Source: an optimization exercise on an open RTL-to-GDS flow (aim: small area). Production flows keep margins and buffers that such runs may drop.
The RTL was checked by simulation tests, not by an equivalence proof against the original design.

==> module sifh_hist_peak, before the edit <==
module sifh_hist_peak #(
    parameter int unsigned NP       = 12,
    parameter int unsigned NB       = 6,
    parameter int unsigned PIXELS   = 4,
    parameter int unsigned DATA_NUM = 4,
    parameter int unsigned ACQ_NUM  = 8,
    parameter int unsigned CNT_W    = 8
) (
    input  logic                 clk,
    input  logic                 res,
    input  logic                 in_valid,
    output logic                 in_ready,
    input  logic [NP-1:0]        in_data,
    output logic                 out_valid,
    output logic [NP*PIXELS-1:0] out_result,
    output logic                 pass_id
);
    localparam int unsigned NG = ACQ_NUM - 1;    
    logic [7:0] idx_q;
    logic       out_valid_q;
    logic [1:0] smp;
    logic [1:0] pix;
    logic [2:0] acq;
    logic       fine;
    assign smp  = idx_q[1:0];
    assign pix  = idx_q[3:2];
    assign acq  = idx_q[6:4];
    assign fine = idx_q[7];
    always_ff @(posedge clk) begin
        if (res) begin
            idx_q       <= '0;
            out_valid_q <= 1'b0;
        end else begin
            out_valid_q <= in_valid && (idx_q == 8'hff);
            if (in_valid) begin
                idx_q <= idx_q + 8'd1;
            end
        end
    end
    assign in_ready  = 1'b1;
    assign pass_id   = fine;
    assign out_valid = out_valid_q;
    logic [4:0]    max_q  [PIXELS];
    logic [NB-1:0] peak_q [PIXELS];
    logic [NB-1:0] c_q    [PIXELS];
    logic [NB-1:0] cur_c;
    logic          valid;
    logic [NB-1:0] bin;
    assign cur_c = c_q[pix];
    assign valid = !fine || (in_data[NP-1 -: NB] == cur_c);
    assign bin   = fine ? in_data[NB-1:0] : in_data[NP-1 -: NB];
    localparam int unsigned GW = 4*NB + 3;       
    logic [NB-1:0] w_q [3];
    logic [1:0]    nw_q;
    logic [GW-1:0] ring_q [PIXELS][NG];
    logic          rot;
    assign rot = in_valid && (smp == 2'd3);
    always_ff @(posedge clk) begin
        if (in_valid && valid) begin
            w_q[0] <= bin;
            w_q[1] <= w_q[0];
            w_q[2] <= w_q[1];
        end
    end
    always_ff @(posedge clk) begin
        if (res) begin
            nw_q <= '0;
        end else if (in_valid) begin
            nw_q <= (smp == 2'd3) ? 2'd0 : nw_q + 2'(valid);
        end
    end
    always_ff @(posedge clk) begin
        if (rot) begin
            for (int b = 0; b < PIXELS - 1; b++) begin
                for (int g = 0; g < NG; g++) begin
                    ring_q[b][g] <= ring_q[b+1][g];
                end
            end
            ring_q[PIXELS-1][0] <= {nw_q, valid, w_q[0], w_q[1], w_q[2], bin};
            for (int g = 1; g < NG; g++) begin
                ring_q[PIXELS-1][g] <= ring_q[0][g-1];
            end
        end
    end
    logic [NG*DATA_NUM+2:0] hit;
    always_comb begin
        for (int g = 0; g < NG; g++) begin
            logic [1:0] gn;
            logic       gl;
            gn = ring_q[0][g][GW-1 -: 2];
            gl = ring_q[0][g][GW-3];
            for (int e = 0; e < 3; e++) begin
                hit[g*DATA_NUM+e] = (3'(g) < acq) && (2'(e) < gn)
                                  && (ring_q[0][g][(3-e)*NB +: NB] == bin);
            end
            hit[g*DATA_NUM+3] = (3'(g) < acq) && gl && (ring_q[0][g][NB-1:0] == bin);
        end
        for (int k = 0; k < 3; k++) begin
            hit[NG*DATA_NUM+k] = (2'(k) < nw_q) && (w_q[k] == bin);
        end
    end
    function automatic logic [1:0] fa(input logic a, input logic b, input logic c);
        fa = {(a & b) | (a & c) | (b & c), a ^ b ^ c};
    endfunction
    function automatic logic [2:0] pop7(input logic [6:0] x);
        logic [1:0] u, v, w, y;
        u = fa(x[0], x[1], x[2]);
        v = fa(x[3], x[4], x[5]);
        w = fa(u[0], v[0], x[6]);
        y = fa(u[1], v[1], w[1]);
        pop7 = {y, w[0]};
    endfunction
    function automatic logic [3:0] pop15(input logic [14:0] x);
        logic [2:0] a, b;
        logic [1:0] k0, k1, k2;
        a  = pop7(x[6:0]);
        b  = pop7(x[13:7]);
        k0 = fa(a[0], b[0], x[14]);
        k1 = fa(a[1], b[1], k0[1]);
        k2 = fa(a[2], b[2], k1[1]);
        pop15 = {k2, k1[0], k0[0]};
    endfunction
    logic [4:0] pop;
    always_comb begin
        logic [3:0] a, b;
        logic [1:0] k0, k1, k2, k3;
        a   = pop15(hit[14:0]);
        b   = pop15(hit[29:15]);
        k0  = fa(a[0], b[0], hit[30]);
        k1  = fa(a[1], b[1], k0[1]);
        k2  = fa(a[2], b[2], k1[1]);
        k3  = fa(a[3], b[3], k2[1]);
        pop = {k3, k2[0], k1[0], k0[0]};
    end
    logic       first, upd;
    logic [4:0] cur_max;
    logic [4:0] new_max;
    logic [NB-1:0] new_peak;
    assign first    = (acq == 3'd0) && (smp == 2'd0);
    assign cur_max  = max_q[pix];
    assign upd      = first || (valid && ((pop > cur_max) || (&cur_max)));
    assign new_max  = valid ? pop : 5'h1f;
    assign new_peak = valid ? bin : NB'(1 << (NB - 1));
    always_ff @(posedge clk) begin
        for (int p = 0; p < PIXELS; p++) begin
            if (in_valid && upd && (pix == 2'(p))) begin
                max_q[p]  <= new_max;
                peak_q[p] <= new_peak;
            end
        end
    end
    always_ff @(posedge clk) begin
        if (in_valid && (idx_q == 8'h7f)) begin
            for (int p = 0; p < PIXELS - 1; p++) begin
                c_q[p] <= peak_q[p];
            end
            c_q[PIXELS-1] <= upd ? new_peak : peak_q[PIXELS-1];
        end
    end
    always_comb begin
        for (int p = 0; p < PIXELS; p++) begin
            out_result[p*NP +: NP] = {c_q[p], peak_q[p]};
        end
    end
endmodule
Settings: LEC_CHECK=0, CAP_MARGIN=0, CORE_MARGIN=2, CORE_UTILIZATION=70, CTS_BUF_LIST=sky130_fd_sc_hd__clkbuf_8, CTS_CLUSTER_SIZE=30, SLEW_MARGIN=0; clock period 10.0 ns.
standard.sh (not shown) runs the stock make flow with config.mk's settings and CLKGATE_MAP_FILE= SYNTH_SCRIPT=/design/flow/synth_recipe.tcl, a recipe that flattens the netlist after the stock synthesis.
==> flow/flow/run.sh <==
#!/bin/bash
# Standard ORFS layout, with CTS told not to add dummy loads and port buffers of the
# smallest buffer. Each tool's output goes to the ORFS logs; make's own output to make.log.
set -euo pipefail
export CTS_ARGS="-sink_clustering_enable -repair_clock_nets -dont_use_dummy_load -buf_list sky130_fd_sc_hd__clkbuf_8 -sink_clustering_size 16 -sink_clustering_max_diameter 80"
export BUFFER_PORTS_ARGS="-buffer_cell sky130_fd_sc_hd__buf_1"
bash standard.sh > make.log 2>&1
The first run produced a clean layout.
Next try:
--- a/flow/design.v
+++ b/flow/design.v
@@ -46,18 +46,23 @@
     logic [NB-1:0] cur_c;
     logic          valid;
     logic [NB-1:0] bin;
     assign cur_c = c_q[pix];
     assign valid = !fine || (in_data[NP-1 -: NB] == cur_c);
     assign bin   = fine ? in_data[NB-1:0] : in_data[NP-1 -: NB];
-    localparam int unsigned GW = 4*NB + 3;       
+    localparam int unsigned GW = 4*NB + 1;
     logic [NB-1:0] w_q [3];
     logic [1:0]    nw_q;
     logic [GW-1:0] ring_q [PIXELS][NG];
     logic          rot;
-    assign rot = in_valid && (smp == 2'd3);
+    logic          g_full;
+    logic [NB-1:0] g_e2, g_e3;
+    assign rot    = in_valid && (smp == 2'd3);
+    assign g_full = valid && (nw_q == 2'd3);
+    assign g_e2   = (nw_q == 2'd3) ? w_q[2] : bin;
+    assign g_e3   = g_full ? bin : {bin[NB-1:3], valid, nw_q};
     always_ff @(posedge clk) begin
         if (in_valid && valid) begin
             w_q[0] <= bin;
             w_q[1] <= w_q[0];
             w_q[2] <= w_q[1];
         end
@@ -73,30 +78,34 @@
         if (rot) begin
             for (int b = 0; b < PIXELS - 1; b++) begin
                 for (int g = 0; g < NG; g++) begin
                     ring_q[b][g] <= ring_q[b+1][g];
                 end
             end
-            ring_q[PIXELS-1][0] <= {nw_q, valid, w_q[0], w_q[1], w_q[2], bin};
+            ring_q[PIXELS-1][0] <= {g_full, w_q[0], w_q[1], g_e2, g_e3};
             for (int g = 1; g < NG; g++) begin
                 ring_q[PIXELS-1][g] <= ring_q[0][g-1];
             end
         end
     end
     logic [NG*DATA_NUM+2:0] hit;
     always_comb begin
         for (int g = 0; g < NG; g++) begin
-            logic [1:0] gn;
-            logic       gl;
-            gn = ring_q[0][g][GW-1 -: 2];
-            gl = ring_q[0][g][GW-3];
-            for (int e = 0; e < 3; e++) begin
-                hit[g*DATA_NUM+e] = (3'(g) < acq) && (2'(e) < gn)
+            logic       gf;
+            logic [2:0] gm;
+            logic [3:0] gv;
+            gf = ring_q[0][g][GW-1];
+            gm = ring_q[0][g][2:0];
+            gv[0] = gf || (gm[1:0] != 2'd0);
+            gv[1] = gf || gm[1];
+            gv[2] = gf || (gm[1:0] == 2'd3) || gm[2];
+            gv[3] = gf;
+            for (int e = 0; e < 4; e++) begin
+                hit[g*DATA_NUM+e] = (3'(g) < acq) && gv[e]
                                   && (ring_q[0][g][(3-e)*NB +: NB] == bin);
             end
-            hit[g*DATA_NUM+3] = (3'(g) < acq) && gl && (ring_q[0][g][NB-1:0] == bin);
         end
         for (int k = 0; k < 3; k++) begin
             hit[NG*DATA_NUM+k] = (2'(k) < nw_q) && (w_q[k] == bin);
         end
     end
     function automatic logic [1:0] fa(input logic a, input logic b, input logic c);
Result: Die area shrinks by 5.3%. Clock-buffer cell count goes down by 4. Design area came out lower by 5.7%. Hold slack improves by 0.0046 ns. Clock skew increases by 0.014 ns. Global-route usage stays flat. Routed wire length shrinks by 4.3%. Critical path depth does not change. Via count fell by 2.5%.

-- what the ideal ports hide --
How much do the figures lean on ideal ports? The routed layouts below were timed once more, with nothing changed but the port constraints. Step 1 assumes that a clkbuf_16 drives the clock port and a buf_2 every other input. Step 2 adds t to the input delays and takes it off the output delays; t is the mean of the earliest and latest rising clock arrival at the registers after step 1. Input paths then give back, and output paths get back, about the clock's delay inside the block. Three values: ideal ports, drivers, drivers and shift; two values: the first two.
run	t, ns	slack for setup (ns)	slew at the worst register clock pin (ns)
the first run	0.705	1.150 / 1.179 / 0.475	0.10 / 0.10
the second run	0.710	1.686 / 1.715 / 1.005	0.10 / 0.10
After both steps setup and hold are still met in every run listed. The setup slack of the second run, which loses most, moves by +0.029 ns with the drivers and by -0.681 ns with both steps.
